This is an optimization exercise on Yosys and OpenROAD, whose aim is small area, a short achievable clock period and few clock cycles, not a production implementation.
RTL that was checked went through simulation tests only; none was proved equivalent to the original.
Function not checked in run 2: the RTL went through the layout flow alone.
In every run shown here, the design's own scripts or RTL, not TritonCTS, make the clock network.
The clock input has no modelled driver; a real chip could not lean on it and would need a root buffer or a full tree.
Power figures rest on the tool's default switching activity, not on a simulated workload.

File: design/flow/flow/run.sh
#!/bin/bash
# Standard layout with three changes:
#  - plain buffers (instead of delay cells) on the ports, the smallest on inputs,
#  - after CTS, the clock tree is rebuilt with three root buffers on the clock
#    port, each driving leaf buffers for clusters of at most 25 registers
#    (flow/post_cts.tcl, flow/mycts.tcl),
#  - then setup timing is repaired against a 3.2 ns target.
set -e
export BUFFER_PORTS_ARGS="-buffer_cell sky130_fd_sc_hd__buf_2"
export MYCTS_DIR="$PWD/flow"
export MYCTS_ROOTS=3
export MYCTS_SIZE=25
export MYCTS_MARGIN=8.8
export POST_CTS_TCL="$PWD/flow/post_cts.tcl"
bash standard.sh > standard.log 2>&1
File: design/flow/flow/mycts.tcl
# Replace the clock tree built by CTS with a two-level one: a root buffer
# driving one leaf buffer per cluster of clock sinks.
proc mycts_rebuild {} {
  set db [ord::get_db]
  set block [ord::get_db_block]
  set clkport [$block findBTerm clk]
  set clknet [$clkport getNet]
  set bufm [$db findMaster sky130_fd_sc_hd__clkbuf_16]
  # collect sinks: register clock pins anywhere in the current tree; remove tree cells
  set sinks {}
  set todo [list $clknet]
  set dead_insts {}
  set dead_nets {}
  while {[llength $todo]} {
    set net [lindex $todo 0]
    set todo [lrange $todo 1 end]
    foreach it [$net getITerms] {
      if {[$it isOutputSignal]} continue
      set inst [$it getInst]
      set mname [[$inst getMaster] getName]
      if {[string match "sky130_fd_sc_hd__clkbuf*" $mname] || [string match "sky130_fd_sc_hd__clkinv*" $mname] || [string match "sky130_fd_sc_hd__buf_*" $mname] || [string match "sky130_fd_sc_hd__inv_*" $mname]} {
        # a tree cell: follow its output
        lappend dead_insts $inst
        foreach o [$inst getITerms] {
          if {[$o isOutputSignal] && [$o getNet] ne "NULL"} {
            lappend todo [$o getNet]
            lappend dead_nets [$o getNet]
          }
        }
      } else {
        lappend sinks $it
      }
    }
  }
  puts "mycts: [llength $sinks] sinks, removing [llength $dead_insts] tree cells"
  foreach it $sinks { $it disconnect }
  foreach inst $dead_insts { odb::dbInst_destroy $inst }
  foreach net [lsort -unique $dead_nets] { odb::dbNet_destroy $net }
  # positions
  set pts {}
  foreach it $sinks {
    set bb [[$it getInst] getBBox]
    lappend pts [list [expr {([$bb xMin] + [$bb xMax]) / 2.0}] [expr {([$bb yMin] + [$bb yMax]) / 2.0}]]
  }
  set n [llength $pts]
  set k [expr {int(ceil($n / double($::env(MYCTS_SIZE))))}]
  # k-means, initialised along a space-filling order
  set order [lsort -real -index 0 [lmap p $pts i [lsearch -all $pts *] {list [lindex $p 0] [lindex $p 1]}]]
  set cents {}
  for {set c 0} {$c < $k} {incr c} {
    lappend cents [lindex $pts [expr {int(($c + 0.5) * $n / $k)}]]
  }
  set assign [lrepeat $n 0]
  for {set iter 0} {$iter < 50} {incr iter} {
    # capacity-limited assignment: points in order of their best distance
    set cap [expr {int(ceil($n / double($k))) + 2}]
    set cnt [lrepeat $k 0]
    set cand {}
    for {set i 0} {$i < $n} {incr i} {
      lassign [lindex $pts $i] x y
      set ds {}
      for {set c 0} {$c < $k} {incr c} {
        lassign [lindex $cents $c] cx cy
        lappend ds [list $c [expr {abs($x - $cx) + abs($y - $cy)}]]
      }
      set ds [lsort -real -index 1 $ds]
      lappend cand [list $i [lindex $ds 0 1] $ds]
    }
    foreach e [lsort -real -index 1 $cand] {
      lassign $e i best ds
      foreach d $ds {
        set c [lindex $d 0]
        if {[lindex $cnt $c] < $cap} {
          lset assign $i $c
          lset cnt $c [expr {[lindex $cnt $c] + 1}]
          break
        }
      }
    }
    set sx [lrepeat $k 0.0]; set sy [lrepeat $k 0.0]
    for {set i 0} {$i < $n} {incr i} {
      set c [lindex $assign $i]
      lset sx $c [expr {[lindex $sx $c] + [lindex $pts $i 0]}]
      lset sy $c [expr {[lindex $sy $c] + [lindex $pts $i 1]}]
    }
    for {set c 0} {$c < $k} {incr c} {
      if {[lindex $cnt $c] > 0} {
        lset cents $c [list [expr {[lindex $sx $c] / [lindex $cnt $c]}] [expr {[lindex $sy $c] / [lindex $cnt $c]}]]
      }
    }
  }
  # roots: the leaves split into MYCTS_ROOTS groups by position, one root
  # buffer at the centre of each group
  set nr $::env(MYCTS_ROOTS)
  if {$nr > $k} { set nr $k }
  set lorder [lsort -real -index 1 [lmap c $cents i [lsearch -all $cents *] {list $i [lindex $c 0]}]]
  set rootof [lrepeat $k 0]
  set per [expr {int(ceil($k / double($nr)))}]
  set j 0
  foreach e $lorder {
    lset rootof [lindex $e 0] [expr {$j / $per}]
    incr j
  }
  set rnets {}
  for {set r 0} {$r < $nr} {incr r} {
    set rx 0.0; set ry 0.0; set m 0
    for {set c 0} {$c < $k} {incr c} {
      if {[lindex $rootof $c] == $r} {
        set rx [expr {$rx + [lindex $cents $c 0]}]; set ry [expr {$ry + [lindex $cents $c 1]}]; incr m
      }
    }
    set rx [expr {int($rx / $m)}]; set ry [expr {int($ry / $m)}]
    set root [odb::dbInst_create $block $bufm mycts_root_$r]
    $root setLocation $rx $ry
    $root setPlacementStatus PLACED
    [$root findITerm A] connect $clknet
    set rnet [odb::dbNet_create $block mycts_root_net_$r]
    $rnet setSigType CLOCK
    [$root findITerm X] connect $rnet
    lappend rnets $rnet
  }
  for {set c 0} {$c < $k} {incr c} {
    set leaf [odb::dbInst_create $block $bufm mycts_leaf_$c]
    $leaf setLocation [expr {int([lindex $cents $c 0])}] [expr {int([lindex $cents $c 1])}]
    $leaf setPlacementStatus PLACED
    [$leaf findITerm A] connect [lindex $rnets [lindex $rootof $c]]
    set lnet [odb::dbNet_create $block mycts_leaf_net_$c]
    $lnet setSigType CLOCK
    [$leaf findITerm X] connect $lnet
    for {set i 0} {$i < $n} {incr i} {
      if {[lindex $assign $i] == $c} { [lindex $sinks $i] connect $lnet }
    }
    puts "mycts: leaf $c: [lindex $cnt $c] sinks"
  }
  $clknet setSigType CLOCK
}
File: design/flow/flow/post_cts.tcl
# Runs at the end of ORFS's CTS step (POST_CTS_TCL): replaces the clock tree
# with a shallower one (flow/mycts.tcl), gives the input ports the smallest
# buffer (their paths have slack), then repairs setup timing against a
# tighter target than the clock period, and legalizes the placement again.
source $::env(MYCTS_DIR)/mycts.tcl
mycts_rebuild
set db [ord::get_db]
foreach bt [[ord::get_db_block] getBTerms] {
  if {[$bt getIoType] ne "INPUT"} continue
  foreach it [[$bt getNet] getITerms] {
    set inst [$it getInst]
    if {[[$inst getMaster] getName] eq "sky130_fd_sc_hd__buf_2"} {
      $inst swapMaster [$db findMaster sky130_fd_sc_hd__buf_1]
    }
  }
}
detailed_placement
estimate_parasitics -placement
report_worst_slack -max
repair_timing -setup_margin $::env(MYCTS_MARGIN) -repair_tns 100 -verbose
detailed_placement
check_placement -verbose
estimate_parasitics -placement
report_worst_slack -max
report_worst_slack -min
File: design/flow/standard.sh
#!/bin/bash
# synth_recipe.tcl (not shown) runs the flow's synth.tcl, then flattens the netlist and writes it again
# the make line also repeats each setting of config.mk as NAME=value (left out here)
make -C /OpenROAD-flow-scripts/flow DESIGN_CONFIG=/design/flow/config.mk WORK_HOME=/design/flow/orfs CLKGATE_MAP_FILE= SYNTH_SCRIPT=/design/flow/synth_recipe.tcl "${@:-finish}"
File: design/flow/config.mk
export PLATFORM = sky130hd
export DESIGN_NAME = dsc_top
export DESIGN_NICKNAME = dsc_top
export VERILOG_FILES = /design/flow/design.v
export SDC_FILE = /design/flow/constraint.sdc
export NUM_CORES = 4
export LEC_CHECK = 0
export CAP_MARGIN = 20
export CORE_MARGIN = 2
export CORE_UTILIZATION = 65
export CTS_BUF_LIST = sky130_fd_sc_hd__clkbuf_16
export CTS_CLUSTER_DIAMETER = 100
export CTS_CLUSTER_SIZE = 30
export PLACE_DENSITY = 0.75
export SLEW_MARGIN = 20
File: design/flow/constraint.sdc
create_clock -name core_clock -period 12.0 [get_ports {clk}]
set_input_delay 2.4000 -clock core_clock [delete_from_list [all_inputs] [get_ports {clk}]]
set_output_delay 2.4000 -clock core_clock [all_outputs]
set_load 0.01 [all_outputs]
File: design/flow/design.v
package dsc_pkg;
	localparam int PX_W     = 16;
	localparam int PX_FRAC  = 12;
	localparam int WG_W     = 8;
	localparam int WG_FRAC  = 7;
	localparam int RELU_MAX = 6 << PX_FRAC;
	localparam int KX    = 3;
	localparam int KY    = 3;
	localparam int NPAR  = 2;
	localparam int NNP   = 2;
	localparam int POS_W = $clog2(NPAR + 1);
	localparam int WIN_N = KX * KY * NPAR;
	localparam int TOX_MAX     = 4;
	localparam int TOY_MAX     = 4;
	localparam int MAX_NOF     = 4;
	localparam int TIX         = 9;
	localparam int TIY         = 9;
	localparam int FMINT_PLANE = TIX * TIY;
	localparam int FMO_PLANE   = TOX_MAX * TOY_MAX;
	localparam int FMINT_DEPTH = NPAR * FMINT_PLANE;
	localparam int FMO_DEPTH   = MAX_NOF * FMO_PLANE;
	localparam int KDW_DEPTH   = WIN_N;
	localparam int KPW_DEPTH   = NNP * MAX_NOF;
	localparam int FMINT_AW = $clog2(FMINT_DEPTH);
	localparam int FMO_AW   = $clog2(FMO_DEPTH);
	localparam int KDW_AW   = $clog2(KDW_DEPTH);
	localparam int KPW_AW   = $clog2(KPW_DEPTH);
	localparam int NOF_W    = $clog2(MAX_NOF + 1);
	localparam int TILE_W   = $clog2(TOX_MAX + 1);
endpackage
module dsc_mac_s16 (
	input  logic [15:0] x,
	input  logic [3:0]  one,
	input  logic [3:0]  two,
	input  logic [3:0]  neg,
	output logic [15:0] ya,
	output logic [15:0] yb,
	output logic        c7
);
	wire p1 = ((one[0] & x[0])) ^ neg[0];
	wire p2 = ((one[0] & x[1]) | (two[0] & x[0])) ^ neg[0];
	wire p3 = ((one[0] & x[2]) | (two[0] & x[1])) ^ neg[0];
	wire p4 = ((one[0] & x[3]) | (two[0] & x[2])) ^ neg[0];
	wire p5 = ((one[0] & x[4]) | (two[0] & x[3])) ^ neg[0];
	wire p6 = ((one[0] & x[5]) | (two[0] & x[4])) ^ neg[0];
	wire p7 = ((one[0] & x[6]) | (two[0] & x[5])) ^ neg[0];
	wire p8 = ((one[0] & x[7]) | (two[0] & x[6])) ^ neg[0];
	wire p9 = ((one[0] & x[8]) | (two[0] & x[7])) ^ neg[0];
	wire p10 = ((one[0] & x[9]) | (two[0] & x[8])) ^ neg[0];
	wire p11 = ((one[0] & x[10]) | (two[0] & x[9])) ^ neg[0];
	wire p12 = ((one[0] & x[11]) | (two[0] & x[10])) ^ neg[0];
	wire p13 = ((one[0] & x[12]) | (two[0] & x[11])) ^ neg[0];
	wire p14 = ((one[0] & x[13]) | (two[0] & x[12])) ^ neg[0];
	wire p15 = ((one[0] & x[14]) | (two[0] & x[13])) ^ neg[0];
	wire p16 = ((one[0] & x[15]) | (two[0] & x[14])) ^ neg[0];
	wire p17 = ((one[0] & x[15]) | (two[0] & x[15])) ^ neg[0];
	wire p18 = ~p17;
	wire p19 = ((one[1] & x[0])) ^ neg[1];
	wire p20 = ((one[1] & x[1]) | (two[1] & x[0])) ^ neg[1];
	wire p21 = ((one[1] & x[2]) | (two[1] & x[1])) ^ neg[1];
	wire p22 = ((one[1] & x[3]) | (two[1] & x[2])) ^ neg[1];
	wire p23 = ((one[1] & x[4]) | (two[1] & x[3])) ^ neg[1];
	wire p24 = ((one[1] & x[5]) | (two[1] & x[4])) ^ neg[1];
	wire p25 = ((one[1] & x[6]) | (two[1] & x[5])) ^ neg[1];
	wire p26 = ((one[1] & x[7]) | (two[1] & x[6])) ^ neg[1];
	wire p27 = ((one[1] & x[8]) | (two[1] & x[7])) ^ neg[1];
	wire p28 = ((one[1] & x[9]) | (two[1] & x[8])) ^ neg[1];
	wire p29 = ((one[1] & x[10]) | (two[1] & x[9])) ^ neg[1];
	wire p30 = ((one[1] & x[11]) | (two[1] & x[10])) ^ neg[1];
	wire p31 = ((one[1] & x[12]) | (two[1] & x[11])) ^ neg[1];
	wire p32 = ((one[1] & x[13]) | (two[1] & x[12])) ^ neg[1];
	wire p33 = ((one[1] & x[14]) | (two[1] & x[13])) ^ neg[1];
	wire p34 = ((one[1] & x[15]) | (two[1] & x[14])) ^ neg[1];
	wire p35 = ((one[1] & x[15]) | (two[1] & x[15])) ^ neg[1];
	wire p36 = ~p35;
	wire p37 = ((one[2] & x[0])) ^ neg[2];
	wire p38 = ((one[2] & x[1]) | (two[2] & x[0])) ^ neg[2];
	wire p39 = ((one[2] & x[2]) | (two[2] & x[1])) ^ neg[2];
	wire p40 = ((one[2] & x[3]) | (two[2] & x[2])) ^ neg[2];
	wire p41 = ((one[2] & x[4]) | (two[2] & x[3])) ^ neg[2];
	wire p42 = ((one[2] & x[5]) | (two[2] & x[4])) ^ neg[2];
	wire p43 = ((one[2] & x[6]) | (two[2] & x[5])) ^ neg[2];
	wire p44 = ((one[2] & x[7]) | (two[2] & x[6])) ^ neg[2];
	wire p45 = ((one[2] & x[8]) | (two[2] & x[7])) ^ neg[2];
	wire p46 = ((one[2] & x[9]) | (two[2] & x[8])) ^ neg[2];
	wire p47 = ((one[2] & x[10]) | (two[2] & x[9])) ^ neg[2];
	wire p48 = ((one[2] & x[11]) | (two[2] & x[10])) ^ neg[2];
	wire p49 = ((one[2] & x[12]) | (two[2] & x[11])) ^ neg[2];
	wire p50 = ((one[2] & x[13]) | (two[2] & x[12])) ^ neg[2];
	wire p51 = ((one[2] & x[14]) | (two[2] & x[13])) ^ neg[2];
	wire p52 = ((one[2] & x[15]) | (two[2] & x[14])) ^ neg[2];
	wire p53 = ((one[2] & x[15]) | (two[2] & x[15])) ^ neg[2];
	wire p54 = ~p53;
	wire p55 = ((one[3] & x[0])) ^ neg[3];
	wire p56 = ((one[3] & x[1]) | (two[3] & x[0])) ^ neg[3];
	wire p57 = ((one[3] & x[2]) | (two[3] & x[1])) ^ neg[3];
	wire p58 = ((one[3] & x[3]) | (two[3] & x[2])) ^ neg[3];
	wire p59 = ((one[3] & x[4]) | (two[3] & x[3])) ^ neg[3];
	wire p60 = ((one[3] & x[5]) | (two[3] & x[4])) ^ neg[3];
	wire p61 = ((one[3] & x[6]) | (two[3] & x[5])) ^ neg[3];
	wire p62 = ((one[3] & x[7]) | (two[3] & x[6])) ^ neg[3];
	wire p63 = ((one[3] & x[8]) | (two[3] & x[7])) ^ neg[3];
	wire p64 = ((one[3] & x[9]) | (two[3] & x[8])) ^ neg[3];
	wire p65 = ((one[3] & x[10]) | (two[3] & x[9])) ^ neg[3];
	wire p66 = ((one[3] & x[11]) | (two[3] & x[10])) ^ neg[3];
	wire p67 = ((one[3] & x[12]) | (two[3] & x[11])) ^ neg[3];
	wire p68 = ((one[3] & x[13]) | (two[3] & x[12])) ^ neg[3];
	wire p69 = ((one[3] & x[14]) | (two[3] & x[13])) ^ neg[3];
	wire p70 = ((one[3] & x[15]) | (two[3] & x[14])) ^ neg[3];
	wire p71 = ((one[3] & x[15]) | (two[3] & x[15])) ^ neg[3];
	wire p72 = ~p71;
	wire s73 = p7 ^ p23 ^ p39;
	wire c74 = (p7 & p23) | (p39 & (p7 ^ p23));
	wire s75 = p8 ^ p24;
	wire c76 = p8 & p24;
	wire s77 = p9 ^ p25;
	wire c78 = p9 & p25;
	wire s79 = p10 ^ p26;
	wire c80 = p10 & p26;
	wire s81 = p11 ^ p27;
	wire c82 = p11 & p27;
	wire s83 = p12 ^ p28;
	wire c84 = p12 & p28;
	wire s85 = p13 ^ p29;
	wire c86 = p13 & p29;
	wire s87 = p14 ^ p30;
	wire c88 = p14 & p30;
	wire s89 = p15 ^ p31;
	wire c90 = p15 & p31;
	wire s91 = p16 ^ p32;
	wire c92 = p16 & p32;
	wire s93 = p18 ^ p33 ^ p49;
	wire c94 = (p18 & p33) | (p49 & (p18 ^ p33));
	wire s95 = p34 ^ p50;
	wire c96 = p34 & p50;
	wire s97 = p5 ^ p21;
	wire c98 = p5 & p21;
	wire s99 = p6 ^ p22;
	wire c100 = p6 & p22;
	wire s101 = p55 ^ neg[3] ^ 1'b1;
	wire c102 = (p55 & neg[3]) | (1'b1 & (p55 ^ neg[3]));
	wire s103 = p40 ^ p56 ^ c74;
	wire c104 = (p40 & p56) | (c74 & (p40 ^ p56));
	wire s105 = p41 ^ p57 ^ c76;
	wire c106 = (p41 & p57) | (c76 & (p41 ^ p57));
	wire s107 = p42 ^ p58 ^ c78;
	wire c108 = (p42 & p58) | (c78 & (p42 ^ p58));
	wire s109 = p43 ^ p59 ^ c80;
	wire c110 = (p43 & p59) | (c80 & (p43 ^ p59));
	wire s111 = p44 ^ p60 ^ c82;
	wire c112 = (p44 & p60) | (c82 & (p44 ^ p60));
	wire s113 = p45 ^ p61 ^ c84;
	wire c114 = (p45 & p61) | (c84 & (p45 ^ p61));
	wire s115 = p46 ^ p62 ^ c86;
	wire c116 = (p46 & p62) | (c86 & (p46 ^ p62));
	wire s117 = p47 ^ p63 ^ c88;
	wire c118 = (p47 & p63) | (c88 & (p47 ^ p63));
	wire s119 = p48 ^ p64 ^ c90;
	wire c120 = (p48 & p64) | (c90 & (p48 ^ p64));
	wire s121 = p65 ^ 1'b1 ^ c92;
	wire c122 = (p65 & 1'b1) | (c92 & (p65 ^ 1'b1));
	wire s123 = p66 ^ 1'b1 ^ c94;
	wire c124 = (p66 & 1'b1) | (c94 & (p66 ^ 1'b1));
	wire s125 = p36 ^ p51 ^ p67;
	wire c126 = (p36 & p51) | (p67 & (p36 ^ p51));
	wire s127 = p52 ^ p68;
	wire c128 = p52 & p68;
	wire s129 = p3 ^ p19;
	wire c130 = p3 & p19;
	wire s131 = p4 ^ p20;
	wire c132 = p4 & p20;
	wire s133 = p37 ^ neg[2] ^ s97;
	wire c134 = (p37 & neg[2]) | (s97 & (p37 ^ neg[2]));
	wire s135 = p38 ^ c98 ^ s99;
	wire c136 = (p38 & c98) | (s99 & (p38 ^ c98));
	wire s137 = c100 ^ s101 ^ s73;
	wire c138 = (c100 & s101) | (s73 & (c100 ^ s101));
	wire s139 = c102 ^ s75 ^ s103;
	wire c140 = (c102 & s75) | (s103 & (c102 ^ s75));
	wire s141 = s77 ^ c104 ^ s105;
	wire c142 = (s77 & c104) | (s105 & (s77 ^ c104));
	wire s143 = s79 ^ c106 ^ s107;
	wire c144 = (s79 & c106) | (s107 & (s79 ^ c106));
	wire s145 = s81 ^ c108 ^ s109;
	wire c146 = (s81 & c108) | (s109 & (s81 ^ c108));
	wire s147 = s83 ^ c110 ^ s111;
	wire c148 = (s83 & c110) | (s111 & (s83 ^ c110));
	wire s149 = s85 ^ c112 ^ s113;
	wire c150 = (s85 & c112) | (s113 & (s85 ^ c112));
	wire s151 = s87 ^ c114 ^ s115;
	wire c152 = (s87 & c114) | (s115 & (s87 ^ c114));
	wire s153 = s89 ^ c116 ^ s117;
	wire c154 = (s89 & c116) | (s117 & (s89 ^ c116));
	wire s155 = s91 ^ c118 ^ s119;
	wire c156 = (s91 & c118) | (s119 & (s91 ^ c118));
	wire s157 = s93 ^ c120 ^ s121;
	wire c158 = (s93 & c120) | (s121 & (s93 ^ c120));
	wire s159 = s95 ^ c122 ^ s123;
	wire c160 = (s95 & c122) | (s123 & (s95 ^ c122));
	wire s161 = s125 ^ c96 ^ c124;
	wire c162 = (s125 & c96) | (c124 & (s125 ^ c96));
	wire s163 = 1'b1 ^ c126 ^ s127;
	wire c164 = (1'b1 & c126) | (s127 & (1'b1 ^ c126));
	wire s165 = p54 ^ p69 ^ c128;
	wire c166 = (p54 & p69) | (c128 & (p54 ^ p69));
	wire s167 = p70 ^ 1'b1;
	wire c168 = p70 & 1'b1;
	wire [22:0] ra = {c168, c166, c164, c162, c160, c158, c156, c154, c152, c150, c148, c146, c144, c142, c140, c138, c136, c134, c132, c130, s129, p2, p1};
	wire [22:0] rb = {p72, s167, s165, s163, s161, s159, s157, s155, s153, s151, s149, s147, s145, s143, s141, s139, s137, s135, s133, s131, neg[1], 1'b0, neg[0]};
	wire [7:0] lo = {1'b0, ra[6:0]} + {1'b0, rb[6:0]};
	assign ya = ra[22:7];
	assign yb = rb[22:7];
	assign c7 = lo[7];
endmodule
module dsc_mac_u15a (
	input  logic [15:0] x,
	input  logic [3:0]  one,
	input  logic [3:0]  two,
	input  logic [3:0]  neg,
	input  logic [15:0] a,
	output logic [15:0] ya,
	output logic [15:0] yb,
	output logic        c7
);
	wire p1 = ((one[0] & x[0])) ^ neg[0];
	wire p2 = ((one[0] & x[1]) | (two[0] & x[0])) ^ neg[0];
	wire p3 = ((one[0] & x[2]) | (two[0] & x[1])) ^ neg[0];
	wire p4 = ((one[0] & x[3]) | (two[0] & x[2])) ^ neg[0];
	wire p5 = ((one[0] & x[4]) | (two[0] & x[3])) ^ neg[0];
	wire p6 = ((one[0] & x[5]) | (two[0] & x[4])) ^ neg[0];
	wire p7 = ((one[0] & x[6]) | (two[0] & x[5])) ^ neg[0];
	wire p8 = ((one[0] & x[7]) | (two[0] & x[6])) ^ neg[0];
	wire p9 = ((one[0] & x[8]) | (two[0] & x[7])) ^ neg[0];
	wire p10 = ((one[0] & x[9]) | (two[0] & x[8])) ^ neg[0];
	wire p11 = ((one[0] & x[10]) | (two[0] & x[9])) ^ neg[0];
	wire p12 = ((one[0] & x[11]) | (two[0] & x[10])) ^ neg[0];
	wire p13 = ((one[0] & x[12]) | (two[0] & x[11])) ^ neg[0];
	wire p14 = ((one[0] & x[13]) | (two[0] & x[12])) ^ neg[0];
	wire p15 = ((one[0] & x[14]) | (two[0] & x[13])) ^ neg[0];
	wire p16 = ((two[0] & x[14])) ^ neg[0];
	wire p17 = (1'b0) ^ neg[0];
	wire p18 = ~p17;
	wire p19 = ((one[1] & x[0])) ^ neg[1];
	wire p20 = ((one[1] & x[1]) | (two[1] & x[0])) ^ neg[1];
	wire p21 = ((one[1] & x[2]) | (two[1] & x[1])) ^ neg[1];
	wire p22 = ((one[1] & x[3]) | (two[1] & x[2])) ^ neg[1];
	wire p23 = ((one[1] & x[4]) | (two[1] & x[3])) ^ neg[1];
	wire p24 = ((one[1] & x[5]) | (two[1] & x[4])) ^ neg[1];
	wire p25 = ((one[1] & x[6]) | (two[1] & x[5])) ^ neg[1];
	wire p26 = ((one[1] & x[7]) | (two[1] & x[6])) ^ neg[1];
	wire p27 = ((one[1] & x[8]) | (two[1] & x[7])) ^ neg[1];
	wire p28 = ((one[1] & x[9]) | (two[1] & x[8])) ^ neg[1];
	wire p29 = ((one[1] & x[10]) | (two[1] & x[9])) ^ neg[1];
	wire p30 = ((one[1] & x[11]) | (two[1] & x[10])) ^ neg[1];
	wire p31 = ((one[1] & x[12]) | (two[1] & x[11])) ^ neg[1];
	wire p32 = ((one[1] & x[13]) | (two[1] & x[12])) ^ neg[1];
	wire p33 = ((one[1] & x[14]) | (two[1] & x[13])) ^ neg[1];
	wire p34 = ((two[1] & x[14])) ^ neg[1];
	wire p35 = (1'b0) ^ neg[1];
	wire p36 = ~p35;
	wire p37 = ((one[2] & x[0])) ^ neg[2];
	wire p38 = ((one[2] & x[1]) | (two[2] & x[0])) ^ neg[2];
	wire p39 = ((one[2] & x[2]) | (two[2] & x[1])) ^ neg[2];
	wire p40 = ((one[2] & x[3]) | (two[2] & x[2])) ^ neg[2];
	wire p41 = ((one[2] & x[4]) | (two[2] & x[3])) ^ neg[2];
	wire p42 = ((one[2] & x[5]) | (two[2] & x[4])) ^ neg[2];
	wire p43 = ((one[2] & x[6]) | (two[2] & x[5])) ^ neg[2];
	wire p44 = ((one[2] & x[7]) | (two[2] & x[6])) ^ neg[2];
	wire p45 = ((one[2] & x[8]) | (two[2] & x[7])) ^ neg[2];
	wire p46 = ((one[2] & x[9]) | (two[2] & x[8])) ^ neg[2];
	wire p47 = ((one[2] & x[10]) | (two[2] & x[9])) ^ neg[2];
	wire p48 = ((one[2] & x[11]) | (two[2] & x[10])) ^ neg[2];
	wire p49 = ((one[2] & x[12]) | (two[2] & x[11])) ^ neg[2];
	wire p50 = ((one[2] & x[13]) | (two[2] & x[12])) ^ neg[2];
	wire p51 = ((one[2] & x[14]) | (two[2] & x[13])) ^ neg[2];
	wire p52 = ((two[2] & x[14])) ^ neg[2];
	wire p53 = (1'b0) ^ neg[2];
	wire p54 = ~p53;
	wire p55 = ((one[3] & x[0])) ^ neg[3];
	wire p56 = ((one[3] & x[1]) | (two[3] & x[0])) ^ neg[3];
	wire p57 = ((one[3] & x[2]) | (two[3] & x[1])) ^ neg[3];
	wire p58 = ((one[3] & x[3]) | (two[3] & x[2])) ^ neg[3];
	wire p59 = ((one[3] & x[4]) | (two[3] & x[3])) ^ neg[3];
	wire p60 = ((one[3] & x[5]) | (two[3] & x[4])) ^ neg[3];
	wire p61 = ((one[3] & x[6]) | (two[3] & x[5])) ^ neg[3];
	wire p62 = ((one[3] & x[7]) | (two[3] & x[6])) ^ neg[3];
	wire p63 = ((one[3] & x[8]) | (two[3] & x[7])) ^ neg[3];
	wire p64 = ((one[3] & x[9]) | (two[3] & x[8])) ^ neg[3];
	wire p65 = ((one[3] & x[10]) | (two[3] & x[9])) ^ neg[3];
	wire p66 = ((one[3] & x[11]) | (two[3] & x[10])) ^ neg[3];
	wire p67 = ((one[3] & x[12]) | (two[3] & x[11])) ^ neg[3];
	wire p68 = ((one[3] & x[13]) | (two[3] & x[12])) ^ neg[3];
	wire p69 = ((one[3] & x[14]) | (two[3] & x[13])) ^ neg[3];
	wire p70 = ((two[3] & x[14])) ^ neg[3];
	wire p71 = (1'b0) ^ neg[3];
	wire p72 = ~p71;
	wire s73 = p7 ^ p23 ^ p39;
	wire c74 = (p7 & p23) | (p39 & (p7 ^ p23));
	wire s75 = p8 ^ p24;
	wire c76 = p8 & p24;
	wire s77 = p9 ^ p25;
	wire c78 = p9 & p25;
	wire s79 = p10 ^ p26;
	wire c80 = p10 & p26;
	wire s81 = p11 ^ p27;
	wire c82 = p11 & p27;
	wire s83 = p12 ^ p28;
	wire c84 = p12 & p28;
	wire s85 = p13 ^ p29;
	wire c86 = p13 & p29;
	wire s87 = p14 ^ p30;
	wire c88 = p14 & p30;
	wire s89 = p15 ^ p31;
	wire c90 = p15 & p31;
	wire s91 = p16 ^ p32;
	wire c92 = p16 & p32;
	wire s93 = p18 ^ p33 ^ p49;
	wire c94 = (p18 & p33) | (p49 & (p18 ^ p33));
	wire s95 = p34 ^ p50;
	wire c96 = p34 & p50;
	wire s97 = p5 ^ p21;
	wire c98 = p5 & p21;
	wire s99 = p6 ^ p22;
	wire c100 = p6 & p22;
	wire s101 = p55 ^ neg[3] ^ 1'b1;
	wire c102 = (p55 & neg[3]) | (1'b1 & (p55 ^ neg[3]));
	wire s103 = p40 ^ p56 ^ c74;
	wire c104 = (p40 & p56) | (c74 & (p40 ^ p56));
	wire s105 = p41 ^ p57 ^ c76;
	wire c106 = (p41 & p57) | (c76 & (p41 ^ p57));
	wire s107 = p42 ^ p58 ^ c78;
	wire c108 = (p42 & p58) | (c78 & (p42 ^ p58));
	wire s109 = p43 ^ p59 ^ c80;
	wire c110 = (p43 & p59) | (c80 & (p43 ^ p59));
	wire s111 = p44 ^ p60 ^ c82;
	wire c112 = (p44 & p60) | (c82 & (p44 ^ p60));
	wire s113 = p45 ^ p61 ^ c84;
	wire c114 = (p45 & p61) | (c84 & (p45 ^ p61));
	wire s115 = p46 ^ p62 ^ c86;
	wire c116 = (p46 & p62) | (c86 & (p46 ^ p62));
	wire s117 = p47 ^ p63 ^ c88;
	wire c118 = (p47 & p63) | (c88 & (p47 ^ p63));
	wire s119 = p48 ^ p64 ^ c90;
	wire c120 = (p48 & p64) | (c90 & (p48 ^ p64));
	wire s121 = p65 ^ 1'b1 ^ c92;
	wire c122 = (p65 & 1'b1) | (c92 & (p65 ^ 1'b1));
	wire s123 = p66 ^ 1'b1 ^ c94;
	wire c124 = (p66 & 1'b1) | (c94 & (p66 ^ 1'b1));
	wire s125 = p36 ^ p51 ^ p67;
	wire c126 = (p36 & p51) | (p67 & (p36 ^ p51));
	wire s127 = p52 ^ p68;
	wire c128 = p52 & p68;
	wire s129 = p3 ^ p19;
	wire c130 = p3 & p19;
	wire s131 = p4 ^ p20;
	wire c132 = p4 & p20;
	wire s133 = p37 ^ neg[2] ^ s97;
	wire c134 = (p37 & neg[2]) | (s97 & (p37 ^ neg[2]));
	wire s135 = p38 ^ c98 ^ s99;
	wire c136 = (p38 & c98) | (s99 & (p38 ^ c98));
	wire s137 = c100 ^ s101 ^ s73;
	wire c138 = (c100 & s101) | (s73 & (c100 ^ s101));
	wire s139 = c102 ^ s75 ^ s103;
	wire c140 = (c102 & s75) | (s103 & (c102 ^ s75));
	wire s141 = s77 ^ c104 ^ s105;
	wire c142 = (s77 & c104) | (s105 & (s77 ^ c104));
	wire s143 = s79 ^ c106 ^ s107;
	wire c144 = (s79 & c106) | (s107 & (s79 ^ c106));
	wire s145 = s81 ^ c108 ^ s109;
	wire c146 = (s81 & c108) | (s109 & (s81 ^ c108));
	wire s147 = s83 ^ c110 ^ s111;
	wire c148 = (s83 & c110) | (s111 & (s83 ^ c110));
	wire s149 = s85 ^ c112 ^ s113;
	wire c150 = (s85 & c112) | (s113 & (s85 ^ c112));
	wire s151 = s87 ^ c114 ^ s115;
	wire c152 = (s87 & c114) | (s115 & (s87 ^ c114));
	wire s153 = s89 ^ c116 ^ s117;
	wire c154 = (s89 & c116) | (s117 & (s89 ^ c116));
	wire s155 = s91 ^ c118 ^ s119;
	wire c156 = (s91 & c118) | (s119 & (s91 ^ c118));
	wire s157 = s93 ^ c120 ^ s121;
	wire c158 = (s93 & c120) | (s121 & (s93 ^ c120));
	wire s159 = s95 ^ c122 ^ s123;
	wire c160 = (s95 & c122) | (s123 & (s95 ^ c122));
	wire s161 = s125 ^ c96 ^ c124;
	wire c162 = (s125 & c96) | (c124 & (s125 ^ c96));
	wire s163 = 1'b1 ^ c126 ^ s127;
	wire c164 = (1'b1 & c126) | (s127 & (1'b1 ^ c126));
	wire s165 = p54 ^ p69 ^ c128;
	wire c166 = (p54 & p69) | (c128 & (p54 ^ p69));
	wire s167 = p70 ^ 1'b1;
	wire c168 = p70 & 1'b1;
	wire s169 = c138 ^ s139 ^ a[0];
	wire c170 = (c138 & s139) | (a[0] & (c138 ^ s139));
	wire s171 = c140 ^ s141 ^ a[1];
	wire c172 = (c140 & s141) | (a[1] & (c140 ^ s141));
	wire s173 = c142 ^ s143 ^ a[2];
	wire c174 = (c142 & s143) | (a[2] & (c142 ^ s143));
	wire s175 = c144 ^ s145 ^ a[3];
	wire c176 = (c144 & s145) | (a[3] & (c144 ^ s145));
	wire s177 = c146 ^ s147 ^ a[4];
	wire c178 = (c146 & s147) | (a[4] & (c146 ^ s147));
	wire s179 = c148 ^ s149 ^ a[5];
	wire c180 = (c148 & s149) | (a[5] & (c148 ^ s149));
	wire s181 = c150 ^ s151 ^ a[6];
	wire c182 = (c150 & s151) | (a[6] & (c150 ^ s151));
	wire s183 = c152 ^ s153 ^ a[7];
	wire c184 = (c152 & s153) | (a[7] & (c152 ^ s153));
	wire s185 = c154 ^ s155 ^ a[8];
	wire c186 = (c154 & s155) | (a[8] & (c154 ^ s155));
	wire s187 = c156 ^ s157 ^ a[9];
	wire c188 = (c156 & s157) | (a[9] & (c156 ^ s157));
	wire s189 = c158 ^ s159 ^ a[10];
	wire c190 = (c158 & s159) | (a[10] & (c158 ^ s159));
	wire s191 = c160 ^ s161 ^ a[11];
	wire c192 = (c160 & s161) | (a[11] & (c160 ^ s161));
	wire s193 = c162 ^ s163 ^ a[12];
	wire c194 = (c162 & s163) | (a[12] & (c162 ^ s163));
	wire s195 = c164 ^ s165 ^ a[13];
	wire c196 = (c164 & s165) | (a[13] & (c164 ^ s165));
	wire s197 = c166 ^ s167 ^ a[14];
	wire c198 = (c166 & s167) | (a[14] & (c166 ^ s167));
	wire s199 = c168 ^ p72 ^ a[15];
	wire c200 = (c168 & p72) | (a[15] & (c168 ^ p72));
	wire [22:0] ra = {c198, c196, c194, c192, c190, c188, c186, c184, c182, c180, c178, c176, c174, c172, c170, s169, c136, c134, c132, c130, s129, p2, p1};
	wire [22:0] rb = {s199, s197, s195, s193, s191, s189, s187, s185, s183, s181, s179, s177, s175, s173, s171, 1'b0, s137, s135, s133, s131, neg[1], 1'b0, neg[0]};
	wire [7:0] lo = {1'b0, ra[6:0]} + {1'b0, rb[6:0]};
	assign ya = ra[22:7];
	assign yb = rb[22:7];
	assign c7 = lo[7];
endmodule
import dsc_pkg::*;
module dsc_top (
	input  logic clk,
	input  logic rst,
	input  logic start,
	input  logic S,
	input  logic first_par,
	input  logic [dsc_pkg::NOF_W-1:0] nof,
	input  logic [dsc_pkg::TILE_W-1:0] tox_n,
	input  logic [dsc_pkg::TILE_W-1:0] toy_n,
	input  logic signed [dsc_pkg::PX_W-1:0] fmint_data,
	input  logic signed [dsc_pkg::PX_W-1:0] fmo_data,
	input  logic signed [dsc_pkg::WG_W-1:0] kdw_data,
	input  logic signed [dsc_pkg::WG_W-1:0] kpw_data,
	input  logic [dsc_pkg::POS_W-1:0] kpw_pos,
	output logic [dsc_pkg::FMINT_AW-1:0] fmint_addr,
	output logic [dsc_pkg::FMO_AW-1:0] fmo_addr,
	output logic [dsc_pkg::KDW_AW-1:0] kdw_addr,
	output logic [dsc_pkg::KPW_AW-1:0] kpw_addr,
	output logic write,
	output logic finish,
	output logic signed [dsc_pkg::PX_W-1:0] res
);
	localparam int DW_LAT = 2;
	localparam int PW_LAT = 2;
	localparam int K_LAST = WIN_N - 1;
	logic       s_q;
	logic [2:0] nof_q;
	always_ff @(posedge clk) begin
		s_q   <= S;
		nof_q <= nof;
	end
	logic       busy;
	logic [4:0] k;      
	logic [1:0] tx;
	logic [1:0] ty;
	logic       issued_last;
	logic       pix_seen;
	logic [7:0] step;
	logic       tx_end;
	logic       ty_end;
	logic st7, st61, stpx;
	logic [4:0] k_nx;
	function automatic logic [4:0] wn(input logic [4:0] kk);
		wn = 5'(K_LAST) - kk;
	endfunction
	assign k_nx = (k == 5'd0) ? 5'(K_LAST) : k - 5'd1;
	always_ff @(posedge clk) begin
		st7  <= wn(k_nx) == 5'd2 || wn(k_nx) == 5'd5 || wn(k_nx) == 5'd11 || wn(k_nx) == 5'd14;
		st61 <= wn(k_nx) == 5'd8;
		stpx <= wn(k_nx) == 5'(K_LAST);
	end
	always_comb begin
		if (stpx) begin
			if (!tx_end)
				step = s_q ? 8'(2 - 101) : 8'(1 - 101);
			else if (s_q)
				step = 8'(18 - 101) - {5'd0, tx, 1'b0};
			else
				step = 8'(9 - 101) - {6'd0, tx};
		end else if (st61)
			step = 8'd61;
		else if (st7)
			step = 8'd7;
		else
			step = 8'd1;
	end
	always_ff @(posedge clk) begin
		tx_end <= ({1'b0, tx} + 3'd1) == tox_n;
		ty_end <= ({1'b0, ty} + 3'd1) == toy_n;
	end
	always_ff @(posedge clk) begin
		if (rst)
			kdw_addr <= '0;
		else if (!busy)
			kdw_addr <= start ? 5'd1 : 5'd0;
		else if (finish || kdw_addr == 5'(K_LAST))
			kdw_addr <= '0;
		else
			kdw_addr <= kdw_addr + 5'd1;
	end
	logic [3:0] q;
	logic [3:0] q_nx;
	logic       plast;
	logic       trig;
	logic k_trig, k_r0, k_r1, k_first;
	always_ff @(posedge clk) begin
		k_trig  <= wn(k_nx) == 5'(DW_LAT);
		k_r0    <= wn(k_nx) == 5'(10 + DW_LAT);
		k_r1    <= wn(k_nx) == 5'(1 + DW_LAT);
		k_first <= wn(k_nx) == 5'(DW_LAT + 1) || wn(k_nx) == 5'(10 + DW_LAT);
	end
	assign trig     = busy && pix_seen && (q == 4'd0) && k_trig;
	always_ff @(posedge clk) begin
		if (rst)
			kpw_addr <= '0;
		else if (trig || kpw_addr != 3'd0)
			kpw_addr <= kpw_addr + 3'd1;
	end
	logic [1:0] o_rd;
	logic [1:0] o_wr;
	logic       rd_set;
	logic       wr_set;
	logic [2:0] qh, qh_m1, qh_m2;
	logic       q_last;
	assign qh     = q[3:1];
	assign qh_m1  = qh - 3'd1;
	assign qh_m2  = qh - 3'd2;
	assign o_rd   = qh[1:0];
	assign o_wr   = qh_m2[1:0];
	assign rd_set = q[0] && (qh < nof_q);
	assign wr_set = !q[0] && (qh >= 3'd2) && (qh_m2 < nof_q);
	assign q_last = q[0] && (qh_m1 == nof_q);
	always_ff @(posedge clk or posedge rst) begin
		if (rst) begin
			busy <= 1'b0;
			k    <= 5'(K_LAST);
			q    <= '0;
		end else begin
			if (!busy) begin
				k <= 5'(K_LAST);
				if (start) begin
					busy <= 1'b1;
					k    <= 5'(K_LAST - 1);
				end
			end else if (finish) begin
				busy <= 1'b0;
				k    <= 5'(K_LAST);
			end else begin
				k <= k_nx;
			end
			q <= q_nx;
		end
	end
	always_comb begin
		if (q == 4'd0)
			q_nx = trig ? 4'd1 : 4'd0;
		else if (q_last)
			q_nx = '0;
		else
			q_nx = q + 4'd1;
	end
	always_ff @(posedge clk) begin
		if (rst) begin
			fmint_addr <= '0;
			write      <= 1'b0;
			finish     <= 1'b0;
		end else begin
			if (!busy)
				fmint_addr <= start ? 8'd1 : 8'd0;
			else if (finish)
				fmint_addr <= '0;
			else
				fmint_addr <= fmint_addr + step;
			write  <= wr_set;
			finish <= !q[0] && (qh != 3'd0) && (qh_m1 == nof_q) && plast;
		end
	end
	always_ff @(posedge clk) begin
		if (!busy) begin
			tx          <= '0;
			ty          <= '0;
			issued_last <= 1'b0;
			pix_seen    <= 1'b0;
			fmo_addr    <= '0;
		end else begin
			if (stpx) begin
				pix_seen <= 1'b1;
				if (tx_end) begin
					tx <= '0;
					ty <= ty + 1'b1;
					if (ty_end)
						issued_last <= 1'b1;
				end else begin
					tx <= tx + 1'b1;
				end
			end
			if (rd_set)
				fmo_addr[5:4] <= o_rd;
			if (wr_set)
				fmo_addr[5:4] <= o_wr;
			if (q_last)
				fmo_addr[3:0] <= fmo_addr[3:0] + 1'b1;
		end
		if (trig)
			plast <= issued_last;
	end
	function automatic logic [11:0] booth;
		input logic [7:0] w;
		logic [8:0] wx;
		logic [3:0] one, two, neg;
		begin
			wx = {w, 1'b0};
			for (int i = 0; i < 4; i++) begin
				one[i] = wx[2*i] ^ wx[2*i+1];
				two[i] = (wx[2*i+2] & ~wx[2*i+1] & ~wx[2*i]) | (~wx[2*i+2] & wx[2*i+1] & wx[2*i]);
				neg[i] = wx[2*i+2];
			end
			booth = {neg, two, one};
		end
	endfunction
	logic [PX_W-1:0] px_q;
	logic [11:0] bd_q;
	logic [15:0] dya, dyb, dya_q, dyb_q;
	logic dc7, dc7_q;
	logic [PX_W-1:0] acc;
	logic [PX_W-2:0] acc_relu;
	logic [PX_W-2:0] r0;
	logic [PX_W-2:0] r1;
	always_ff @(posedge clk) begin
		px_q <= fmint_data;
		bd_q <= booth(kdw_data);
	end
	dsc_mac_s16 i_dw_pp (
		.x(px_q), .one(bd_q[3:0]), .two(bd_q[7:4]), .neg(bd_q[11:8]),
		.ya(dya), .yb(dyb), .c7(dc7)
	);
	always_ff @(posedge clk) begin
		dya_q     <= dya;
		dyb_q     <= dyb;
		dc7_q     <= dc7;
		acc       <= (k_first ? '0 : acc) + dya_q + dyb_q + 16'(dc7_q);
	end
	always_comb begin
		if (acc[PX_W-1])
			acc_relu = '0;
		else if (acc >= PX_W'(RELU_MAX))
			acc_relu = (PX_W-1)'(RELU_MAX);
		else
			acc_relu = acc[PX_W-2:0];
	end
	logic [PX_W-2:0] r1_nx;
	assign r1_nx = k_r1 ? acc_relu : r1;
	always_ff @(posedge clk) begin
		if (k_r0)
			r0 <= acc_relu;
		r1 <= r1_nx;
	end
	logic [11:0] bp_q;
	logic [PX_W-2:0] tap_q;
	logic [PX_W-1:0] old;
	logic [15:0] pya, pyb, pya_q, pyb_q;
	logic pc7, pc7_q;
	logic sec_q;
	always_ff @(posedge clk) begin
		bp_q  <= booth(kpw_pos[1] ? 8'd0 : kpw_data);
		tap_q <= kpw_pos[0] ? r1_nx : r0;
	end
	logic old_en;
	always_ff @(posedge clk)
		old_en <= q_nx[0] && !first_par;
	assign old = old_en ? fmo_data : '0;
	dsc_mac_u15a i_pw_pp (
		.x({1'b0, tap_q}), .a(old), .one(bp_q[3:0]), .two(bp_q[7:4]), .neg(bp_q[11:8]),
		.ya(pya), .yb(pyb), .c7(pc7)
	);
	always_ff @(posedge clk) begin
		pya_q <= pya;
		pyb_q <= pyb;
		pc7_q <= pc7;
		sec_q <= q[0];
		res   <= (sec_q ? res : '0) + pya_q + pyb_q + 16'(pc7_q);
	end
endmodule
==> reports/metrics.yaml, run 1 <==
run_status: "timing/DRC/antenna clean"
drt_wl_total_um: 27400
clk_pin_slew_ns: 0.09
yosys_warnings: 1
clock-sinks: 238
cp-start-kind: "flip-flop"
ant_nets: 0
whs_ns: 0.445
worstHoldStart: "issued_last"
vias: 9835
antenna_found_initial: 0
final-setup-viol-count: 0
synth_mux_area_share_pct: 3.12
synth_edf_count: 16
gr-total-overflow: 0
synth_compound_area_share_pct: 12.7
layout_setup_ws_ns: 8.73
cp_slowest_cell: "dfxtp_1"
power_frac_comb_pct: 60.4
slew_headroom_pct: 32.1
critical_path_class: "reg2reg"
cp_max_fo: 16
synth-seq-cells: 238
syn-cell-area_sq_um: 14500
drt_iter0_markers: 726
total_power_mw: 4.65
ff2ff_path_depth: 8
synth-async-reset-ratio_pct: 4.20
reg2reg_from: "bp_q[8]"
peakVddDrop_v: 0.000193
nFillCells: 1701
routed_via_density: 5.65
row_count: 54
multiInputGateArea_sq_um: 8620
synth_flop_cell: "dfxtp_1"
synth_fp_nets: 1696
drv_cap: 0
slew_violations: 0
seq_area_sq_um: 5000
yosysUniqueCellTypes: 69
die_height_um: 153
tns_ns: 0
regToRegSetupSlack_ns: 8.73
internal_power_mw: 2.65
cp_common_cell: "fa_1"
grtUsageTotal_pct: 23.6
initial_core_util_pct: 66.2
area_growth_pct: 6.09
synth_top_family_by_area: "adder cells"
dr.pass1.iters: 6
cp_cell_sequence: "xor2_1, fa_1, fa_1, inv_1, fa_1, inv_1, fa_1, inv_1"
hold_class: "reg2reg"
p_clk_share_pct: 9.1
core_area_sq_um: 21900
r2r_end: "pya_q[0]"
nets: 1734
critPathLaunch: "bp_q[8]"
whs_path_depth: 0
cp_slowest_stage_delay_ns: 0.90
grt_pass1_wl_um: 46600
p_sw_share_pct: 43.0
p_sw_mw: 2.00
power.leakage_nw: 6.62
ios: 104
post-route-period-util_pct: 27.2
synth_cells: 1424
first_global_vias: 9813
die_area_sq_um: 23500
power.density_nw_per_um2: 303
insertion_delay_ns: 0.32
grt_max_degree: 27
dp_hpwl_um: 20900
diodes: 0
port_buffers: 103
preCtsSetupSlack_ns: 8.60
endpoint_kind: "flip-flop"
p_seq_share_pct: 30.5
clock_skew_ns: 0.0431
gp_congestion: 0.905
ys_seq_area_share_pct: 34.3
cp.required_ns: 12.23
die_w_um: 153
fmax_ghz: 0.306
arrival_ns: 3.49
min_period_ns: 3.27
drc: 0
tightest_slew_ns: 1.02
syn_area_per_cell_sq_um: 10.2
drive_gt1_share_pct: 8.90
synthAdderAreaFrac_pct: 23.2
hold_end: "plast"
synthSimpleGateAreaFrac_pct: 8.82
hold_viol_final: 0
rsz0062_at_grt: "false"
wl_per_cell_um: 15.7
synthXorXnorAreaFrac_pct: 11.6
==> synthesized netlist by cell type (5+ instances only) <==
| cell | n | share of area, % |
|---|---|---|
| mux2_2 | 33 | 2.6 |
| xnor2_1 | 141 | 8.5 |
| nor3_1 | 9 | 0.31 |
| and2_1 | 30 | 1.3 |
| xor2_1 | 48 | 2.9 |
| inv_1 | 143 | 3.7 |
| buf_1 | 6 | 0.16 |
| a21oi_1 | 48 | 1.7 |
| o21ai_0 | 37 | 1.3 |
| o211ai_1 | 5 | 0.26 |
| ha_1 | 106 | 9.1 |
| buf_2 | 6 | 0.21 |
| nand2b_1 | 13 | 0.56 |
| nand2_1 | 61 | 1.6 |
| clkbuf_2 | 17 | 0.59 |
| edfxtp_1 | 16 | 3.3 |
| nand3b_1 | 9 | 0.47 |
| dfrtp_1 | 8 | 1.4 |
| nor2b_1 | 31 | 1.3 |
| a22oi_1 | 115 | 6.0 |
| fa_1 | 102 | 14 |
| nand3_1 | 13 | 0.45 |
| a21o_1 | 11 | 0.57 |
| a211oi_1 | 10 | 0.52 |
| nor2_1 | 55 | 1.4 |
| dfxtp_1 | 212 | 29 |
| o21bai_1 | 7 | 0.36 |
| mux2i_1 | 8 | 0.55 |
| clkbuf_1 | 56 | 1.4 |
==> area by class of cell <==
cell class	count	area share, %
multi-input combinational	955	56.0
inverter	145	3.56
buffer	13	2.11
tap	280	2.28
timing repair buffer	109	3.46
sequential	238	32.5
==> routing by layer <==
layer	wire [um]	vias to the layer above	track usage [%]
li1	-	4805	-
met1	12000	4748	31.0
met2	13600	248	42.2
met3	1300	34	2.69
met4	483	0	5.02
met5	0	-	0
==> flip-flops by register name (all words and copies together) (netlist names), 2 cells and up <==
name and flops:
px_q 16, fmo_addr 6, q 4, tap_q 15, fmint_addr 8, kpw_addr 3
tx 2, dya_q 16, pyb_q 15, nof_q 3, kdw_addr 5, k 5
ty 2, dyb_q 16, res 16, r0 15, r1 15, bd_q 12
bp_q 12, pya_q 16, acc 16
==> logic make-up after synthesis <==
family                     count (synthesis)
muxes                                     41
DFF                                      238
xor gates and xnor gates                 190
buffers and inverters                    231
and+or+nand+nor                          248
AOI/OAI and AO/OA                        268
adders and majority gates                208
==> power groups by stage <==
stage / combinational, mW / sequential [mW] / clock (mW)
2_1_floorplan: 2.29 / 1.31 / 0
3_3_place_gp: 2.67 / 1.42 / 0
3_5_place_dp: 2.77 / 1.43 / 0
5_1_grt: 3.22 / 1.46 / 0.465
6_report: 2.81 / 1.42 / 0.422
==> through the flow <==
stage          util [%]  instance area, sq um  cells
2_1_floorplan         -                 14500   1424
3_3_place_gp       68.6                 15000   1721
3_5_place_dp       68.6                 15000   1721
5_1_grt            70.3                 15400   1740
6_report           70.3                 15400   1740
==> critical path: cells and delay by family, from the launching register on <==
family	cells	cell delay, ns
adder cells (fa/ha/maj)	4	1.93
XOR/XNOR	1	0.21
flip-flops	1	0.90
buffers and inverters	3	0.14
==> how the worst max path moves through the flow <==
stage,to,slack (ns),depth (start not counted)
2_1_floorplan,tap_q[10],8.55,3
3_3_place_gp,fmint_addr[3],8.63,4
3_5_place_dp,fmint_addr[3],8.60,4
5_1_grt,pya_q[0],8.59,8
6_report,pya_q[0],8.73,8
==> placed cells by master (no fill, tap or decap), types with 55 or more instances in the layout <==
master,n
inv_1,143
a22oi_1,115
buf_1,62
nand2_1,61
ha_1,106
xnor2_1,141
nor2_1,55
fa_1,102
dfxtp_1,190
Testbench counts, summed over its fixed seeds: cycles 20,242.
==> run 2: changes to the inputs <==
--- a/design/flow/design.v
+++ b/design/flow/design.v
@@ -212,12 +212,11 @@
 	assign yb = rb[22:7];
 	assign c7 = lo[7];
 endmodule
-module dsc_mac_u15a (
+module dsc_mac_u15 (
 	input  logic [15:0] x,
 	input  logic [3:0]  one,
 	input  logic [3:0]  two,
 	input  logic [3:0]  neg,
-	input  logic [15:0] a,
 	output logic [15:0] ya,
 	output logic [15:0] yb,
 	output logic        c7
@@ -390,40 +389,8 @@
 	wire c166 = (p54 & p69) | (c128 & (p54 ^ p69));
 	wire s167 = p70 ^ 1'b1;
 	wire c168 = p70 & 1'b1;
-	wire s169 = c138 ^ s139 ^ a[0];
-	wire c170 = (c138 & s139) | (a[0] & (c138 ^ s139));
-	wire s171 = c140 ^ s141 ^ a[1];
-	wire c172 = (c140 & s141) | (a[1] & (c140 ^ s141));
-	wire s173 = c142 ^ s143 ^ a[2];
-	wire c174 = (c142 & s143) | (a[2] & (c142 ^ s143));
-	wire s175 = c144 ^ s145 ^ a[3];
-	wire c176 = (c144 & s145) | (a[3] & (c144 ^ s145));
-	wire s177 = c146 ^ s147 ^ a[4];
-	wire c178 = (c146 & s147) | (a[4] & (c146 ^ s147));
-	wire s179 = c148 ^ s149 ^ a[5];
-	wire c180 = (c148 & s149) | (a[5] & (c148 ^ s149));
-	wire s181 = c150 ^ s151 ^ a[6];
-	wire c182 = (c150 & s151) | (a[6] & (c150 ^ s151));
-	wire s183 = c152 ^ s153 ^ a[7];
-	wire c184 = (c152 & s153) | (a[7] & (c152 ^ s153));
-	wire s185 = c154 ^ s155 ^ a[8];
-	wire c186 = (c154 & s155) | (a[8] & (c154 ^ s155));
-	wire s187 = c156 ^ s157 ^ a[9];
-	wire c188 = (c156 & s157) | (a[9] & (c156 ^ s157));
-	wire s189 = c158 ^ s159 ^ a[10];
-	wire c190 = (c158 & s159) | (a[10] & (c158 ^ s159));
-	wire s191 = c160 ^ s161 ^ a[11];
-	wire c192 = (c160 & s161) | (a[11] & (c160 ^ s161));
-	wire s193 = c162 ^ s163 ^ a[12];
-	wire c194 = (c162 & s163) | (a[12] & (c162 ^ s163));
-	wire s195 = c164 ^ s165 ^ a[13];
-	wire c196 = (c164 & s165) | (a[13] & (c164 ^ s165));
-	wire s197 = c166 ^ s167 ^ a[14];
-	wire c198 = (c166 & s167) | (a[14] & (c166 ^ s167));
-	wire s199 = c168 ^ p72 ^ a[15];
-	wire c200 = (c168 & p72) | (a[15] & (c168 ^ p72));
-	wire [22:0] ra = {c198, c196, c194, c192, c190, c188, c186, c184, c182, c180, c178, c176, c174, c172, c170, s169, c136, c134, c132, c130, s129, p2, p1};
-	wire [22:0] rb = {s199, s197, s195, s193, s191, s189, s187, s185, s183, s181, s179, s177, s175, s173, s171, 1'b0, s137, s135, s133, s131, neg[1], 1'b0, neg[0]};
+	wire [22:0] ra = {c168, c166, c164, c162, c160, c158, c156, c154, c152, c150, c148, c146, c144, c142, c140, c138, c136, c134, c132, c130, s129, p2, p1};
+	wire [22:0] rb = {p72, s167, s165, s163, s161, s159, s157, s155, s153, s151, s149, s147, s145, s143, s141, s139, s137, s135, s133, s131, neg[1], 1'b0, neg[0]};
 	wire [7:0] lo = {1'b0, ra[6:0]} + {1'b0, rb[6:0]};
 	assign ya = ra[22:7];
 	assign yb = rb[22:7];
@@ -532,14 +499,15 @@
 	logic [1:0] o_wr;
 	logic       rd_set;
 	logic       wr_set;
-	logic [2:0] qh, qh_m1, qh_m2;
+	logic [2:0] qh, qh_p1, qh_m1, qh_m2;
 	logic       q_last;
 	assign qh     = q[3:1];
+	assign qh_p1  = qh + 3'd1;
 	assign qh_m1  = qh - 3'd1;
 	assign qh_m2  = qh - 3'd2;
-	assign o_rd   = qh[1:0];
+	assign o_rd   = qh_p1[1:0];
 	assign o_wr   = qh_m2[1:0];
-	assign rd_set = q[0] && (qh < nof_q);
+	assign rd_set = q[0] && (qh_p1 < nof_q);
 	assign wr_set = !q[0] && (qh >= 3'd2) && (qh_m2 < nof_q);
 	assign q_last = q[0] && (qh_m1 == nof_q);
 	always_ff @(posedge clk or posedge rst) begin
@@ -611,7 +579,7 @@
 			if (wr_set)
 				fmo_addr[5:4] <= o_wr;
 			if (q_last)
-				fmo_addr[3:0] <= fmo_addr[3:0] + 1'b1;
+				fmo_addr <= {2'd0, fmo_addr[3:0] + 4'd1};
 		end
 		if (trig)
 			plast <= issued_last;
@@ -631,7 +599,7 @@
 		end
 	endfunction
 	logic [PX_W-1:0] px_q;
-	logic [11:0] bd_q;
+	logic [11:0] bd;
 	logic [15:0] dya, dyb, dya_q, dyb_q;
 	logic dc7, dc7_q;
 	logic [PX_W-1:0] acc;
@@ -640,10 +608,10 @@
 	logic [PX_W-2:0] r1;
 	always_ff @(posedge clk) begin
 		px_q <= fmint_data;
-		bd_q <= booth(kdw_data);
+		bd   <= booth(kdw_data);
 	end
 	dsc_mac_s16 i_dw_pp (
-		.x(px_q), .one(bd_q[3:0]), .two(bd_q[7:4]), .neg(bd_q[11:8]),
+		.x(px_q), .one(bd[3:0]), .two(bd[7:4]), .neg(bd[11:8]),
 		.ya(dya), .yb(dyb), .c7(dc7)
 	);
 	always_ff @(posedge clk) begin
@@ -667,22 +635,22 @@
 			r0 <= acc_relu;
 		r1 <= r1_nx;
 	end
-	logic [11:0] bp_q;
+	logic [11:0] bp;
 	logic [PX_W-2:0] tap_q;
-	logic [PX_W-1:0] old;
+	logic [PX_W-1:0] fmo_q;
 	logic [15:0] pya, pyb, pya_q, pyb_q;
 	logic pc7, pc7_q;
 	logic sec_q;
 	always_ff @(posedge clk) begin
-		bp_q  <= booth(kpw_pos[1] ? 8'd0 : kpw_data);
+		bp    <= booth(kpw_pos[1] ? 8'd0 : kpw_data);
 		tap_q <= kpw_pos[0] ? r1_nx : r0;
 	end
-	logic old_en;
-	always_ff @(posedge clk)
-		old_en <= q_nx[0] && !first_par;
-	assign old = old_en ? fmo_data : '0;
-	dsc_mac_u15a i_pw_pp (
-		.x({1'b0, tap_q}), .a(old), .one(bp_q[3:0]), .two(bp_q[7:4]), .neg(bp_q[11:8]),
+	always_ff @(posedge clk) begin
+		if (q[0])
+			fmo_q <= first_par ? '0 : fmo_data;
+	end
+	dsc_mac_u15 i_pw_pp (
+		.x({1'b0, tap_q}), .one(bp[3:0]), .two(bp[7:4]), .neg(bp[11:8]),
 		.ya(pya), .yb(pyb), .c7(pc7)
 	);
 	always_ff @(posedge clk) begin
@@ -690,6 +658,6 @@
 		pyb_q <= pyb;
 		pc7_q <= pc7;
 		sec_q <= q[0];
-		res   <= (sec_q ? res : '0) + pya_q + pyb_q + 16'(pc7_q);
+		res   <= (sec_q ? res : fmo_q) + pya_q + pyb_q + 16'(pc7_q);
 	end
 endmodule
--- a/design/flow/flow/run.sh
+++ b/design/flow/flow/run.sh
@@ -1,6 +1,6 @@
 #!/bin/bash
 # Standard layout with three changes:
-#  - plain buffers (instead of delay cells) on the ports, the smallest on inputs,
+#  - plain buffers (instead of delay cells) on the ports,
 #  - after CTS, the clock tree is rebuilt with three root buffers on the clock
 #    port, each driving leaf buffers for clusters of at most 25 registers
 #    (flow/post_cts.tcl, flow/mycts.tcl),
==> design/flow/flow/post_cts.tcl (replaced) <==
# Runs at the end of ORFS's CTS step (POST_CTS_TCL): replaces the clock tree
# with a shallower one (flow/mycts.tcl), then repairs setup timing against a
# tighter target than the clock period, and legalizes the placement again.
source $::env(MYCTS_DIR)/mycts.tcl
mycts_rebuild
detailed_placement
estimate_parasitics -placement
report_worst_slack -max
repair_timing -setup_margin $::env(MYCTS_MARGIN) -repair_tns 100 -verbose
detailed_placement
check_placement -verbose
estimate_parasitics -placement
report_worst_slack -max
report_worst_slack -min
==> run 2 against run 1 <==
  * Sequential share of layout area rose by 2.0 points
  * Flip-flop and latch count rose by 16
  * Clock skew fell by 0.013 ns
  * Via count rose by 1.5%
  * Combinational power rose by 7.8%
==> reports/metrics.yaml, run 2 <==
drive_gt1_share_pct: 15.2  # +6.3 points
min_period_ns: 3.27  # +0.00862 ns
yosys_warnings: 1  # unchanged
cp.required_ns: 12.22  # about the same
syn-cell-area_sq_um: 14800  # +2.3%
diodes: 0  # unchanged
synth_cells: 1433  # +0.63%
synth_common_cells: "dfxtp_1 (212), xnor2_1 (154), inv_1 (126)"
area_growth_pct: 7.21
grtUsageMet1_pct: 32.9  # +1.9 points
hold_viol_final: 0  # unchanged
core_area_sq_um: 22500  # +2.8%
grt_pass1_wl_um: 48200  # +3.5%
slew_violations: 0  # unchanged
gr-total-overflow: 0  # unchanged
final-setup-viol-count: 0  # unchanged
dp_hpwl_um: 20600  # -1.7%
critPathLaunch: "sec_q"
ys_seq_area_share_pct: 36.8  # +2.5 points
drt_wl_total_um: 27600  # +0.79%
preCtsSetupSlack_ns: 8.23  # -0.369 ns
hold_class: "reg2reg"
critical_path_class: "reg2reg"
power.leakage_nw: 6.86  # +3.5%
synth_flop_cell: "dfxtp_1"
slew_headroom_pct: 34.0  # +1.9 points
antenna_found_initial: 0  # unchanged
power.density_nw_per_um2: 314  # +3.8%
clk_pin_slew_ns: 0.09  # about the same
cp_max_fo: 4  # -12
yosys.area.top_type: "dfxtp_1"
reg2reg_from: "sec_q"
synth_edf_count: 32  # +16
port_buffers: 103  # unchanged
layout_common_cells: "dfxtp_1 (186), xnor2_1 (154), inv_1 (125)"
ff2ff_path_depth: 9  # +1
synth_fp_nets: 1692  # -0.24%
row_count: 55  # +1.9%
synth_area_leaders: "dfxtp_1 (29%), fa_1 (12%), ha_1 (9.1%), xnor2_1 (9.1%), edfxtp_1 (6.5%)"
drt_iter0_markers: 649  # -11%
nFillCells: 1718  # +1.0%
yosysMostFrequentCell: "dfxtp_1"
crit_end: "res[15]"
tightest_slew_ns: 0.990  # -0.0267 ns
cp-start-kind: "flip-flop"
stdcell_count: 1763  # +1.3%
insertion_delay_ns: 0.33  # about the same
synth_top_area_share_pct: 28.6  # -0.67 points
clock_skew_ns: 0.0299  # -0.0133 ns
grt.busiest_layer: "met2"
syn_area_per_cell_sq_um: 10.4  # +1.7%
clock-sinks: 254  # +6.7%
synth-async-reset-ratio_pct: 3.94  # -0.26 points
ant_nets: 0  # unchanged
synth-seq-cells: 254  # +6.7%
r2r_end: "res[15]"
worstHoldStart: "issued_last"
arrival_ns: 3.49  # about the same
ios: 104  # unchanged
dr.pass1.iters: 6  # unchanged
met2_usage_pct: 40.7  # -1.5 points
drc: 0  # unchanged
wl_per_cell_um: 15.6  # -0.52%
die_area_sq_um: 24100  # +2.3%
run_status: "timing/DRC/antenna clean"
grt_util_met3_pct: 2.73  # +0.036 points
nets: 1739  # +0.29%
total_power_mw: 4.99  # +7.3%
initial_core_util_pct: 65.9  # -0.30 points
tns_ns: 0  # unchanged
grtUsageTotal_pct: 23.9  # +0.34 points
peakVddDrop_v: 0.000199  # +3.0%
gp_congestion: 0.867  # -4.2%
endpoint_kind: "flip-flop"
first_global_vias: 10100  # +2.5%
vias: 9986  # +1.5%
rsz0062_at_grt: "false"
grt_max_degree: 28  # +3.7%
regToRegSetupSlack_ns: 8.73  # about the same
layout_commonest_cell: "dfxtp_1"
post-route-period-util_pct: 27.3  # +0.072 points
fmax_ghz: 0.305  # -0.26%
layout_setup_ws_ns: 8.73  # -0.00862 ns
die_height_um: 155  # +1.1%
yosysUniqueCellTypes: 66  # -4.3%
dp.cells: 1734  # +0.76%
die_w_um: 155  # +1.1%
drv_cap: 0  # unchanged
routed_via_density: 5.66  # +0.21%
-- run 2: changes by cell type after synthesis, moves of 7 or more --
| cell | before | now |
|---|---|---|
| a21oi_1 | 48 | 37 |
| and2_1 | 30 | 22 |
| clkbuf_1 | 56 | 68 |
| edfxtp_1 | 16 | 32 |
| fa_1 | 102 | 87 |
| inv_1 | 143 | 126 |
| mux2_2 | 33 | 48 |
| nand2_1 | 61 | 48 |
| nor2b_1 | 31 | 52 |
| nor3_1 | 9 | 16 |
| xnor2_1 | 141 | 154 |
| xor2_1 | 48 | 33 |
-- run 2: how the worst min path moves through the flow --
stage,to,slack (ns),cells past startpoint
floorplan,plast,0.41,0
global placement,plast,0.42,0
detailed placement,plast,0.44,0
global route,plast,0.47,0
finish,plast,0.46,0
-- run 2: per-layer routing --
layer  wire [um]  part of all wire (%)
met5           0                     0
met4         718                   2.6
met3        1210                   4.4
met2       13100                    48
met1       12500                    45
-- run 2: stage by stage --
stage,area (sq um),utilization [%],hold WS [ns]
floorplan,14800,-,0.409
global placement,15400,68.3,0.416
detailed placement,15400,68.3,0.438
global route,15900,70.7,0.474
finish,15900,70.7,0.460
-- run 2: report_power, final --
group,internal [mW],switching [mW],leakage [nW],total [mW]
sequential,1.23,0.273,2.21,1.51
clock,0.210,0.247,0.173,0.457
combinational,1.41,1.62,4.48,3.03
total,2.85,2.14,6.86,4.99
-- run 2: area by class of cell --
class / count / area (sq um) / area share [%]
Tap cell: 285 / 357 / 2.24
Inverter: 128 / 484 / 3.04
Multi-Input combinational cell: 962 / 8550 / 53.8
Timing Repair Buffer: 120 / 668 / 4.20
Buffer: 14 / 350 / 2.20
Sequential cell: 254 / 5500 / 34.6
-- run 2: critical path, stage by stage, from the launching register on --
cell and delay (ns):
dfxtp_4 0.37, mux2_2 0.34, fa_1 0.50, ha_1 0.35
a211o_1 0.33, a211oi_2 0.22, nor2_1 0.11, o41a_1 0.38
or3_1 0.34, o311ai_1 0.25
-- run 2: kinds of logic after synthesis --
logic type               synth area share [%]
AO/OA/AOI/OAI                            12.8
AND/OR/NAND/NOR                          8.99
flip-flops                               36.8
buffers and inverters                    5.61
adder cells (fa/ha/maj)                  20.8
XOR/XNOR                                 11.0
multiplexers                             3.98

-- afterwards: timing with drivers on the ports --
The results above use ideal ports. As a check the final layouts listed here were re-extracted and re-timed, cells and wires unchanged.
Step 1 assumes that a clkbuf_16 drives the clock port and a buf_2 every other input.
Step 2 times the ports against the registers' clock, not the clock port: input delays grow and output delays shrink by t, the midpoint of the rising clock arrivals with the driver on.
Slacks: ideal / step 1 / step 2; pairs: ideal / step 1.
run | t, ns | slack for setup (ns) | worst register clock-pin slew, ns | worst data-port slew with drivers (ns)
run 1 | 0.379 | 8.734 / 8.728 / 8.541 | 0.10 / 0.10 | 0.06
run 2 | 0.394 | 8.726 / 8.717 / 8.519 | 0.10 / 0.10 | 0.03
After both steps every run listed still meets setup and hold. For run 2, which loses most, drivers alone change the setup slack by -0.009 ns; drivers and shift together by -0.207 ns.
